Background: an optimization exercise with open tools, aiming at small area, a short achievable clock period and few clock cycles per item. Do not read the settings as production practice.
At most, simulation tests tie the RTL to the original design; equivalence was not proved.
No activity file was given, so power comes from the tool's default toggle rates. No driver is modelled on the clock port, so clocking that relies on it looks cheaper here than on a real chip.

Setup of run A:
Design fc_layer_mac, start of the top module:
module fc_layer_mac #(
    parameter int IN_DIM      = 256,
    parameter int OUT_DIM     = 32,
    parameter int IN_W        = 8,
    parameter int W_W         = 8,
    parameter int ACC_W       = 32,
    parameter int OUT_SHIFT   = 7,
    parameter int BIAS_LSHIFT = 7,
    parameter int RELU        = 1,
    parameter int OUT_W       = 8,
    parameter int WA_W        = $clog2(IN_DIM * OUT_DIM),
    parameter int BA_W        = (OUT_DIM > 1) ? $clog2(OUT_DIM) : 1
) (
    input  logic                    clk,
    input  logic                    rst_n,
    input  logic                    in_valid,
    output logic                    in_ready,
    input  logic signed [IN_W-1:0]  in_data,
    output logic [WA_W-1:0]         w_addr,
    input  logic signed [W_W-1:0]   w_q,
    output logic [BA_W-1:0]         b_addr,
    input  logic signed [W_W-1:0]   b_q,
    output logic                    out_valid,
    input  logic                    out_ready,
    output logic signed [OUT_W-1:0] out_data,
    output logic [BA_W-1:0]         out_idx,
    output logic                    out_last,
    output logic                    busy
);
clock: 9.0 ns
lec_check: 0
cap_margin: 20
core_margin: 2
core_utilization: 60
slew_margin: 20
standard.sh (not shown) runs the stock make flow with config.mk's settings and CLKGATE_MAP_FILE= SYNTH_SCRIPT=/design/flow/synth_recipe.tcl, a recipe that flattens the netlist after the stock synthesis.
==> flow/flow/run.sh <==
#!/bin/bash
# Own layout flow: the standard ORFS flow (standard.sh), unchanged
# synthesis, with extra ORFS make variables, one per line, from
# flow/knobs.txt (timing-repair target, clock-tree clustering and options,
# port buffer
# cell). ORFS keeps each tool's log under orfs/logs; make's own output goes
# to run_standard.log in this folder.
set -euo pipefail
mapfile -t KNOBS < <(grep -v '^#' flow/knobs.txt | grep -v '^[[:space:]]*$')
bash standard.sh "${KNOBS[@]}" finish > run_standard.log 2>&1
==> flow/flow/knobs.txt <==
SETUP_SLACK_MARGIN=6.20
CTS_CLUSTER_SIZE=35
CTS_CLUSTER_DIAMETER=70
BUFFER_PORTS_ARGS=-buffer_cell sky130_fd_sc_hd__buf_2
CTS_ARGS=-sink_clustering_enable -repair_clock_nets -sink_clustering_size 35 -sink_clustering_max_diameter 70 -dont_use_dummy_load
Testbench counts of run A, summed over its fixed seeds: cycles 262,968, vectors 32.
#### Input delta (run B over run A)
diff --git a/flow/design.v b/flow/design.v
--- a/flow/design.v
+++ b/flow/design.v
@@ -36,24 +36,24 @@
     logic [BA_W-1:0]  q;          
     logic [CNT_W-1:0] ia;         
     logic [CNT_W-1:0] ia_o;       
     logic             in_rdy;
     logic             in_rdy_o;   
     logic             z;          
     logic [3:0]             bd_one;    
     logic [3:0]             bd_two;
     logic [3:0]             bd_neg;
     logic                   pact_m;    
     logic signed [W_W-1:0]  w_r;
-    logic [17:0]            ps;        
-    logic [17:0]            pc;        
+    logic [15:0]            ps;        
+    logic [15:0]            pc;        
     logic [SW-1:0]          ring [OUT_DIM];
     logic             vec_fin;    
     logic [BA_W-1:0]  ext_idx;    
     logic             tap_match;  
     logic [1:0]       owed;       
     logic             busy_q;
     logic             ov_q;
     logic             ov_o;       
     logic [OUT_W-1:0] od_q;       
     logic [OUT_W-1:0] od_o;       
     logic [BA_W-1:0]  oi_o;       
@@ -134,52 +134,57 @@
     assign x3 = {2'd0, r3, 1'b0, bd_neg[2], 4'd0};
     assign s1 = x0 ^ x1 ^ x2;
     assign c1 = {(x0[16:0] & x1[16:0]) | (x0[16:0] & x2[16:0]) | (x1[16:0] & x2[16:0]), 1'b0};
     assign s2 = s1 ^ c1 ^ x3;
     assign c2 = {(s1[16:0] & c1[16:0]) | (s1[16:0] & x3[16:0]) | (c1[16:0] & x3[16:0]), 1'b0};
     assign s3 = {s2[17:7] ^ c2[17:7], s2[6] ^ c2[6] ^ bd_neg[3], s2[5:0]};
     assign c3 = {(s2[16:7] & c2[16:7]),
                  (s2[6] & c2[6]) | (s2[6] & bd_neg[3]) | (c2[6] & bd_neg[3]),
                  1'b0, c2[5:0]};
     always_ff @(posedge clk) begin
         w_r <= w_q;
-        ps  <= s3;
-        pc  <= c3;
-    end
-    always_ff @(posedge clk) begin
-        ring[0] <= ring[OUT_DIM-1] + SW'(ps) + SW'(pc);
-        for (int k = 1; k < OUT_DIM; k++) begin
+        ps  <= s3[15:0];
+        pc  <= c3[15:0];
+    end
+    logic [16:0] lo_sum;
+    logic        lo_cy;
+    assign lo_sum = {1'b0, ring[OUT_DIM-1][15:0]} + 17'(ps) + 17'(pc);
+    always_ff @(posedge clk) begin
+        ring[0] <= {ring[OUT_DIM-1][SW-1:16], lo_sum[15:0]};
+        lo_cy   <= lo_sum[16];
+        ring[1] <= {ring[0][SW-1:16] + 7'(lo_cy), ring[0][15:0]};
+        for (int k = 2; k < OUT_DIM; k++) begin
             if (k != OUT_DIM - 3) begin
                 ring[k] <= ring[k-1];
             end
         end
         if (z) begin
             ring[OUT_DIM-3] <= {8'd43, ~b_q[W_W-1], b_q[W_W-2:0], {BIAS_LSHIFT{1'b0}}};
         end else begin
             ring[OUT_DIM-3] <= ring[OUT_DIM-4];
         end
     end
     always_comb begin
-        if (ring[0][SW-1]) begin
+        if (ring[1][SW-1]) begin
             res = {1'b0, {(OUT_W-1){1'b1}}};
-        end else if (&ring[0][SW-2:OUT_SHIFT+OUT_W-1]) begin
-            res = {1'b0, ring[0][OUT_SHIFT+OUT_W-2:OUT_SHIFT]};
+        end else if (&ring[1][SW-2:OUT_SHIFT+OUT_W-1]) begin
+            res = {1'b0, ring[1][OUT_SHIFT+OUT_W-2:OUT_SHIFT]};
         end else begin
             res = '0;
         end
     end
     assign take = vec_fin & tap_match & (~ov_q | out_ready);
     always_ff @(posedge clk) begin
         ov_o <= take | (ov_q & ~out_ready);
     end
-    assign tap_nxt = q - 5'd4;
+    assign tap_nxt = q - 5'd5;
     always_ff @(posedge clk or negedge rst_n) begin
         if (!rst_n) begin
             ext_idx   <= '0;
             tap_match <= 1'b0;
             ov_q      <= 1'b0;
             owed      <= 2'd0;
             busy_q    <= 1'b0;
         end else begin
             if (take) begin
                 ext_idx <= ext_idx + BA_W'(1);
             end
## What came out
- Status: share of cell area taken by flip-flops and latches parity (run A, run B)
- Run A and run B ended up with roughly the same total clock network power.
- STATUS worst hold slack: run B wins against run A
- Final routed wire length divided by cell count was higher in run B than in run A.
- ~same post-route clock period utilization in run A and run B
- Diff run A -> run B: global-route usage increased 0.65 points; final-report hold violation count essentially unchanged; wire length of the first global-routing pass increased 4.2%; achievable clock frequency essentially unchanged; area share of buffers outside the clock network increased 0.25 points.
No functional check of the RTL was part of run B.


The RTL this note starts from:
==> flow/design.v <==
module fc_layer_mac #(
    parameter int IN_DIM      = 256,
    parameter int OUT_DIM     = 32,
    parameter int IN_W        = 8,
    parameter int W_W         = 8,
    parameter int ACC_W       = 32,
    parameter int OUT_SHIFT   = 7,
    parameter int BIAS_LSHIFT = 7,
    parameter int RELU        = 1,
    parameter int OUT_W       = 8,
    parameter int WA_W        = $clog2(IN_DIM * OUT_DIM),
    parameter int BA_W        = (OUT_DIM > 1) ? $clog2(OUT_DIM) : 1
) (
    input  logic                    clk,
    input  logic                    rst_n,
    input  logic                    in_valid,
    output logic                    in_ready,
    input  logic signed [IN_W-1:0]  in_data,
    output logic [WA_W-1:0]         w_addr,
    input  logic signed [W_W-1:0]   w_q,
    output logic [BA_W-1:0]         b_addr,
    input  logic signed [W_W-1:0]   b_q,
    output logic                    out_valid,
    input  logic                    out_ready,
    output logic signed [OUT_W-1:0] out_data,
    output logic [BA_W-1:0]         out_idx,
    output logic                    out_last,
    output logic                    busy
);
    localparam int CNT_W = $clog2(IN_DIM);
    localparam int SW    = 23;    
    localparam logic [CNT_W-1:0] LAST_I = CNT_W'(IN_DIM - 1);
    localparam logic [BA_W-1:0]  LAST_O = BA_W'(OUT_DIM - 1);
    logic [BA_W-1:0]  oa;         
    logic [BA_W-1:0]  ob;         
    logic [BA_W-1:0]  q;          
    logic [CNT_W-1:0] ia;         
    logic [CNT_W-1:0] ia_o;       
    logic             in_rdy;
    logic             in_rdy_o;   
    logic             z;          
    logic [3:0]             bd_one;    
    logic [3:0]             bd_two;
    logic [3:0]             bd_neg;
    logic                   pact_m;    
    logic signed [W_W-1:0]  w_r;
    logic [17:0]            ps;        
    logic [17:0]            pc;        
    logic [SW-1:0]          ring [OUT_DIM];
    logic             vec_fin;    
    logic [BA_W-1:0]  ext_idx;    
    logic             tap_match;  
    logic [1:0]       owed;       
    logic             busy_q;
    logic             ov_q;
    logic             ov_o;       
    logic [OUT_W-1:0] od_q;       
    logic [OUT_W-1:0] od_o;       
    logic [BA_W-1:0]  oi_o;       
    logic             ol_o;
    logic             busy_o;     
    logic in_fire;
    logic out_fire;
    logic take;
    logic [BA_W-1:0]  tap_nxt;
    logic [OUT_W-1:0] res;
    assign in_fire  = in_valid & in_rdy;
    assign out_fire = out_ready & ov_q;
    logic [CNT_W-1:0] ia_nxt;
    logic             in_rdy_nxt;
    assign ia_nxt     = ia + CNT_W'(q == '0 && pact_m);
    assign in_rdy_nxt = (q == BA_W'(1)) & ~vec_fin;
    logic vec_fin_nxt;
    always_comb begin
        vec_fin_nxt = vec_fin;
        if (in_fire && ia == LAST_I) begin
            vec_fin_nxt = 1'b1;
        end else if (take && ext_idx == LAST_O) begin
            vec_fin_nxt = 1'b0;
        end
    end
    always_ff @(posedge clk) begin
        oa       <= q;
        ob       <= q + BA_W'(1);
        ia_o     <= ia_nxt;
        in_rdy_o <= in_rdy_nxt;
    end
    always_ff @(posedge clk or negedge rst_n) begin
        if (!rst_n) begin
            q       <= LAST_O;
            ia      <= '0;
            in_rdy  <= 1'b0;
            z       <= 1'b0;
            pact_m  <= 1'b0;
            vec_fin <= 1'b0;
        end else begin
            q      <= q + BA_W'(1);
            in_rdy <= in_rdy_nxt;
            z      <= (ia_nxt == '0) & ~vec_fin_nxt;
            ia     <= ia_nxt;
            if (q == BA_W'(2)) begin
                pact_m <= in_fire;
            end
            vec_fin <= vec_fin_nxt;
        end
    end
    always_ff @(posedge clk) begin
        if (q == BA_W'(2)) begin
            for (int k = 0; k < 4; k++) begin
                bd_one[k] <= in_fire & (in_data[2*k] ^ ((k == 0) ? 1'b0 : in_data[2*k-1]));
                bd_two[k] <= in_fire & ((in_data[2*k+1] & ~in_data[2*k] & ~((k == 0) ? 1'b0 : in_data[2*k-1]))
                           | (~in_data[2*k+1] & in_data[2*k] & ((k == 0) ? 1'b0 : in_data[2*k-1])));
                bd_neg[k] <= in_fire & in_data[2*k+1] & ~(in_data[2*k] & ((k == 0) ? 1'b0 : in_data[2*k-1]));
            end
        end
    end
    function automatic logic [9:0] brow(input logic one, input logic two,
                                        input logic neg, input logic act,
                                        input logic signed [7:0] w);
        logic [9:0] m;
        m = one ? {{2{w[7]}}, w} : two ? {w[7], w, 1'b0} : 10'd0;
        m = m ^ {10{neg}};
        brow = {~m[9] & act, m[8:0]};
    endfunction
    logic [9:0] r0, r1, r2, r3;
    assign r0 = brow(bd_one[0], bd_two[0], bd_neg[0], pact_m, w_r);
    assign r1 = brow(bd_one[1], bd_two[1], bd_neg[1], pact_m, w_r);
    assign r2 = brow(bd_one[2], bd_two[2], bd_neg[2], pact_m, w_r);
    assign r3 = brow(bd_one[3], bd_two[3], bd_neg[3], pact_m, w_r);
    logic [17:0] x0, x1, x2, x3, s1, c1, s2, c2, s3, c3;
    assign x0 = {8'd0, r0};
    assign x1 = {6'd0, r1, 1'b0, bd_neg[0]};
    assign x2 = {4'd0, r2, 1'b0, bd_neg[1], 2'd0};
    assign x3 = {2'd0, r3, 1'b0, bd_neg[2], 4'd0};
    assign s1 = x0 ^ x1 ^ x2;
    assign c1 = {(x0[16:0] & x1[16:0]) | (x0[16:0] & x2[16:0]) | (x1[16:0] & x2[16:0]), 1'b0};
    assign s2 = s1 ^ c1 ^ x3;
    assign c2 = {(s1[16:0] & c1[16:0]) | (s1[16:0] & x3[16:0]) | (c1[16:0] & x3[16:0]), 1'b0};
    assign s3 = {s2[17:7] ^ c2[17:7], s2[6] ^ c2[6] ^ bd_neg[3], s2[5:0]};
    assign c3 = {(s2[16:7] & c2[16:7]),
                 (s2[6] & c2[6]) | (s2[6] & bd_neg[3]) | (c2[6] & bd_neg[3]),
                 1'b0, c2[5:0]};
    always_ff @(posedge clk) begin
        w_r <= w_q;
        ps  <= s3;
        pc  <= c3;
    end
    always_ff @(posedge clk) begin
        ring[0] <= ring[OUT_DIM-1] + SW'(ps) + SW'(pc);
        for (int k = 1; k < OUT_DIM; k++) begin
            if (k != OUT_DIM - 3) begin
                ring[k] <= ring[k-1];
            end
        end
        if (z) begin
            ring[OUT_DIM-3] <= {8'd43, ~b_q[W_W-1], b_q[W_W-2:0], {BIAS_LSHIFT{1'b0}}};
        end else begin
            ring[OUT_DIM-3] <= ring[OUT_DIM-4];
        end
    end
    always_comb begin
        if (ring[0][SW-1]) begin
            res = {1'b0, {(OUT_W-1){1'b1}}};
        end else if (&ring[0][SW-2:OUT_SHIFT+OUT_W-1]) begin
            res = {1'b0, ring[0][OUT_SHIFT+OUT_W-2:OUT_SHIFT]};
        end else begin
            res = '0;
        end
    end
    assign take = vec_fin & tap_match & (~ov_q | out_ready);
    always_ff @(posedge clk) begin
        ov_o <= take | (ov_q & ~out_ready);
    end
    assign tap_nxt = q - 5'd4;
    always_ff @(posedge clk or negedge rst_n) begin
        if (!rst_n) begin
            ext_idx   <= '0;
            tap_match <= 1'b0;
            ov_q      <= 1'b0;
            owed      <= 2'd0;
            busy_q    <= 1'b0;
        end else begin
            if (take) begin
                ext_idx <= ext_idx + BA_W'(1);
            end
            tap_match <= take | (tap_nxt == ext_idx);
            if (take) begin
                ov_q <= 1'b1;
            end else if (out_ready) begin
                ov_q <= 1'b0;
            end
            owed   <= owed_nxt;
            busy_q <= busy_nxt;
        end
    end
    logic [1:0] owed_nxt;
    logic       busy_nxt;
    always_comb begin
        owed_nxt = owed;
        busy_nxt = busy_q;
        case ({in_fire & (ia == LAST_I), out_fire & (ext_idx == '0)})
            2'b10: begin owed_nxt = owed + 2'd1; busy_nxt = 1'b1; end
            2'b01: begin owed_nxt = owed - 2'd1; busy_nxt = (owed != 2'd1); end
            default: ;
        endcase
    end
    always_ff @(posedge clk) begin
        if (take) begin
            od_q <= ~res;
        end
    end
    always_ff @(posedge clk) begin
        od_o   <= take ? res : ~od_q;
        oi_o   <= take ? ext_idx : ext_idx - BA_W'(1);
        ol_o   <= take ? (ext_idx == LAST_O) : (ext_idx == '0);
        busy_o <= busy_nxt;
    end
    assign in_ready  = in_rdy_o;
    assign w_addr    = {oa, ia_o};
    assign b_addr    = ob;
    assign out_valid = ov_o;
    assign out_data  = od_o;
    assign out_idx   = oi_o;
    assign out_last  = ol_o;
    assign busy      = busy_o;
endmodule
export LEC_CHECK = 0
export CAP_MARGIN = 20
export CORE_MARGIN = 2
export CORE_UTILIZATION = 40
export SLEW_MARGIN = 20
create_clock -name core_clock -period 9.0 [get_ports {clk}]
==> flow/flow/run.sh <==
#!/bin/bash
# Own layout flow: the standard ORFS flow (standard.sh), unchanged
# synthesis, with extra ORFS make variables, one per line, from
# flow/knobs.txt (timing-repair target, clock-tree clustering, port buffer
# cell). ORFS keeps each tool's log under orfs/logs; make's own output goes
# to run_standard.log in this folder.
set -euo pipefail
mapfile -t KNOBS < <(grep -v '^#' flow/knobs.txt | grep -v '^[[:space:]]*$')
bash standard.sh "${KNOBS[@]}" finish > run_standard.log 2>&1
==> flow/flow/knobs.txt <==
SETUP_SLACK_MARGIN=6.3
CTS_CLUSTER_SIZE=30
CTS_CLUSTER_DIAMETER=80
BUFFER_PORTS_ARGS=-buffer_cell sky130_fd_sc_hd__buf_1
Testbench counts at the start, summed over its fixed seeds: cycles 262,968, vectors 32.
Edit:
--- a/flow/design.v
+++ b/flow/design.v
@@ -33,5 +33,4 @@
     localparam logic [BA_W-1:0]  LAST_O = BA_W'(OUT_DIM - 1);
     logic [BA_W-1:0]  oa;         
-    logic [BA_W-1:0]  ob;         
     logic [BA_W-1:0]  q;          
     logic [CNT_W-1:0] ia;         
@@ -71,16 +70,6 @@
     assign ia_nxt     = ia + CNT_W'(q == '0 && pact_m);
     assign in_rdy_nxt = (q == BA_W'(1)) & ~vec_fin;
-    logic vec_fin_nxt;
-    always_comb begin
-        vec_fin_nxt = vec_fin;
-        if (in_fire && ia == LAST_I) begin
-            vec_fin_nxt = 1'b1;
-        end else if (take && ext_idx == LAST_O) begin
-            vec_fin_nxt = 1'b0;
-        end
-    end
     always_ff @(posedge clk) begin
         oa       <= q;
-        ob       <= q + BA_W'(1);
         ia_o     <= ia_nxt;
         in_rdy_o <= in_rdy_nxt;
@@ -88,5 +77,5 @@
     always_ff @(posedge clk or negedge rst_n) begin
         if (!rst_n) begin
-            q       <= LAST_O;
+            q       <= '0;
             ia      <= '0;
             in_rdy  <= 1'b0;
@@ -97,10 +86,14 @@
             q      <= q + BA_W'(1);
             in_rdy <= in_rdy_nxt;
-            z      <= (ia_nxt == '0) & ~vec_fin_nxt;
+            z      <= (ia == '0) & ~vec_fin;
             ia     <= ia_nxt;
             if (q == BA_W'(2)) begin
                 pact_m <= in_fire;
             end
-            vec_fin <= vec_fin_nxt;
+            if (in_fire && ia == LAST_I) begin
+                vec_fin <= 1'b1;
+            end else if (take && ext_idx == LAST_O) begin
+                vec_fin <= 1'b0;
+            end
         end
     end
@@ -149,12 +142,12 @@
         ring[0] <= ring[OUT_DIM-1] + SW'(ps) + SW'(pc);
         for (int k = 1; k < OUT_DIM; k++) begin
-            if (k != OUT_DIM - 3) begin
+            if (k != OUT_DIM - 2) begin
                 ring[k] <= ring[k-1];
             end
         end
         if (z) begin
-            ring[OUT_DIM-3] <= {8'd43, ~b_q[W_W-1], b_q[W_W-2:0], {BIAS_LSHIFT{1'b0}}};
-        end else begin
-            ring[OUT_DIM-3] <= ring[OUT_DIM-4];
+            ring[OUT_DIM-2] <= {8'd43, ~b_q[W_W-1], b_q[W_W-2:0], {BIAS_LSHIFT{1'b0}}};
+        end else begin
+            ring[OUT_DIM-2] <= ring[OUT_DIM-3];
         end
     end
@@ -218,5 +211,5 @@
     assign in_ready  = in_rdy_o;
     assign w_addr    = {oa, ia_o};
-    assign b_addr    = ob;
+    assign b_addr    = oa;
     assign out_valid = ov_o;
     assign out_data  = od_o;
=> The changed run went through all stages and came out clean; first-iteration DRC count went up by 36%; total power went up by 0.55%; combinational power went up by 5.2%; area after synthesis hardly moves; global-route usage stays flat; sequential power is about the same.
For the second run of this note, only the layout was checked, not whether the RTL still works.

-- re-timing with driven ports --
The flow's constraints put no driver on any port. The routed layouts listed below were extracted and timed again, unchanged, in two steps. Step 1, drivers: a clkbuf_16 drives clk and a buf_2 each remaining input, both assumed. Step 2 adds t to the input delays and takes it off the output delays; t is the mean of the earliest and latest rising clock arrival at the registers after step 1. Input paths then give back, and output paths get back, about the clock's delay inside the block. Slacks: no drivers / after step 1 / after step 2; pairs: no drivers / after step 1.
run	t (ns)	setup WS [ns]	worst hold slack (ns)	worst data-port slew with drivers (ns)
run A	0.568	6.201 / 6.145 / 5.780	0.267 / 0.267 / 0.267	0.04
run B	0.570	6.206 / 6.157 / 5.847	0.281 / 0.281 / 0.281	0.04
the first run of note 2	0.617	6.138 / 6.086 / 5.812	0.323 / 0.323 / 0.323	0.05
the second run of note 2	0.629	6.134 / 6.082 / 5.910	0.319 / 0.319 / 0.319	0.05
After both steps setup and hold are still met in every run listed. The setup slack of run A, which loses most, moves by -0.056 ns with the drivers and by -0.421 ns with both steps.
